This is an optimization exercise on Yosys and OpenROAD, whose aim is small area and few clock cycles per item, not a production implementation.
The RTL was checked by simulation tests, not by an equivalence proof against the original design.

==> flow/design.v (excerpt) <==
module poly_horner_pipe #(
  parameter int DATA_W   = 18,
  parameter int FRAC_W   = 12,
  parameter int DEGREE   = 4,
  parameter bit SATURATE = 1'b1,
  parameter logic [DATA_W*(DEGREE+1)-1:0] COEF_INIT =
    {18'h3f4ab, 18'h1ec5, 18'h3df43, 18'h1cc8, 18'h82}
) (
  input  logic                          clk,
  input  logic                          async_n,
  input  logic                          in_valid,
  output logic                          in_ready,
  input  logic [DATA_W-1:0]             x_in,
  input  logic                          coef_we,
  input  logic [$clog2(DEGREE+1)-1:0]   coef_addr,
  input  logic [DATA_W-1:0]             coef_wdata,
  input  logic                          coef_swap,
  output logic                          busy,
  output logic                          out_valid,
  input  logic                          out_ready,
  output logic [DATA_W-1:0]             y_out,
  output logic                          ovf_out
);
  logic [4:0][17:0] active, shadow, shadow_n;
  logic [4:0]       dirty, wr, commit;
  logic [3:0]       tok;
  logic             adv, accept;
  logic [4:1]       vld;
  logic [17:0]      pr1, pr2, pr3, pr4;
  logic             of1, of2, of3, of4;
  logic [17:0]      xr1, xr2, xr3;
  assign adv       = !vld[4] || out_ready;
  assign in_ready  = adv;
  assign accept    = in_valid && adv;
  assign busy      = |tok;
  assign out_valid = vld[4];
  always_comb begin
    for (int k = 0; k <= 4; k++) begin
      wr[k]       = coef_we && (coef_addr == 3'(k));
      shadow_n[k] = wr[k] ? coef_wdata : shadow[k];
    end
    commit[4] = coef_swap;
    commit[3] = tok[0] && adv;
    commit[2] = tok[1] && adv;
    commit[1] = tok[2] && adv;
    commit[0] = tok[3] && adv;
  end
  always_ff @(posedge clk or negedge async_n) begin
    if (!async_n) begin
      active <= COEF_INIT;
      dirty  <= '0;
      tok    <= '0;
    end else begin
      for (int k = 0; k <= 4; k++) begin
        if (commit[k] && (dirty[k] || wr[k])) active[k] <= shadow_n[k];
        if (commit[k])  dirty[k] <= 1'b0;
        else if (wr[k]) dirty[k] <= 1'b1;
      end
      if (adv) tok <= {tok[2:0], coef_swap};
      else if (coef_swap) tok[0] <= 1'b1;
    end
  end
  always_ff @(posedge clk) begin
    for (int k = 0; k <= 4; k++)
      if (wr[k]) shadow[k] <= coef_wdata;
  end
  logic [17:0] p1, p2, p3, p4, na1, na2, na3, a4;
  ...
Size: about 4100 cells after synthesis, ~320 flip-flops, about 67 I/O pins, roughly 0.042 mm2 of cells after synthesis.
==> flow/config.mk <==
export PLATFORM = sky130hd
export DESIGN_NAME = poly_horner_pipe
export DESIGN_NICKNAME = poly_horner_pipe
export VERILOG_FILES = /design/flow/design.v
export SDC_FILE = /design/flow/constraint.sdc
export NUM_CORES = 4
export LEC_CHECK = 0
export CAP_MARGIN = 20
export CORE_MARGIN = 2
export CORE_UTILIZATION = 40
export SLEW_MARGIN = 20
export SYNTH_HIERARCHICAL = 1
export SYNTH_MINIMUM_KEEP_SIZE = 0
==> flow/constraint.sdc <==
create_clock -name core_clock -period 10.0 [get_ports {clk}]
set_input_delay 2.0000 -clock core_clock [delete_from_list [all_inputs] [get_ports {clk}]]
set_output_delay 2.0000 -clock core_clock [all_outputs]
set_load 0.01 [all_outputs]
run.sh (not shown) runs the stock make flow with config.mk's settings and CLKGATE_MAP_FILE= SYNTH_SCRIPT=/design/flow/synth_recipe.tcl, a recipe that flattens the netlist after the stock synthesis.
Testbench counts at the start, summed over its fixed seeds: cycles 16,032, items 16,000.
Next try:
Settings changed: CORE_UTILIZATION 40 to 65, CTS_BUF_LIST set to sky130_fd_sc_hd__clkbuf_8, CTS_CLUSTER_DIAMETER set to 50, CTS_CLUSTER_SIZE set to 14.
Effect:
- hold slack barely changes
- final area is lower by 2.3%
- final cell count is lower by 9.2%
- core utilization is higher by 27 points
- worst setup slack loses 0.13 ns
- flip-flop and latch count is unchanged
Next try:
Settings changed: CTS_BUF_LIST sky130_fd_sc_hd__clkbuf_8 to sky130_fd_sc_hd__clkbuf_4, CTS_CLUSTER_DIAMETER 50 to 40, CTS_CLUSTER_SIZE 14 to 8.
What happened:
- The new run finished clean
- final area hardly moves
- sequential share of layout area stays flat
Next try:
Settings changed: CAP_MARGIN 20 to 5, CTS_BUF_LIST sky130_fd_sc_hd__clkbuf_4 to not set, CTS_CLUSTER_DIAMETER 40 to not set, CTS_CLUSTER_SIZE 8 to not set, GPL_TIMING_DRIVEN set to 0, SLEW_MARGIN 20 to 5.
The new run finished with timing, DRC and antenna clean.
Flip-flop and latch count stays the same.
Non-clock buffer count came out lower by 17.
Worst setup slack degrades by 0.0043 ns.
Register-to-register slack barely changes.
Next try:
Settings changed: CAP_MARGIN 5 to 20, CORE_UTILIZATION 65 to 60, CTS_BUF_LIST set to sky130_fd_sc_hd__clkbuf_8, CTS_CLUSTER_SIZE set to 30, GPL_TIMING_DRIVEN 0 to not set, SLEW_MARGIN 5 to 20.
Clock-buffer cell count increases by 15.
Fmax climbs by 1.8%.
Worst setup slack is better by 0.17 ns.

## what the ideal ports hide
No port has a modelled driver above. Below, the same layouts with a new extraction and two added sets of constraints.
Step 1, drivers: a clkbuf_16 drives clk and a buf_2 each remaining input, both assumed.
Step 2 also shifts input and output timing later by t, the mid clock arrival at the registers, as if the neighbouring blocks saw the same clock.
Three values: ideal, step 1, step 2; two values: the first two.
run	t (ns)	setup slack, ns	worst setup path after step 2	cell pins on the clock port's net
the first run	0.633	0.594 / 0.594 / 0.594	register to register	1
the second run	0.676	0.467 / 0.467 / 0.467	register to register	1
the third run	0.881	0.378 / 0.378 / 0.378	register to register	1
the fourth run	0.613	0.374 / 0.374 / 0.374	register to register	1
the fifth run	0.704	0.541 / 0.541 / 0.541	register to register	1
After both steps every run listed still meets setup and hold.
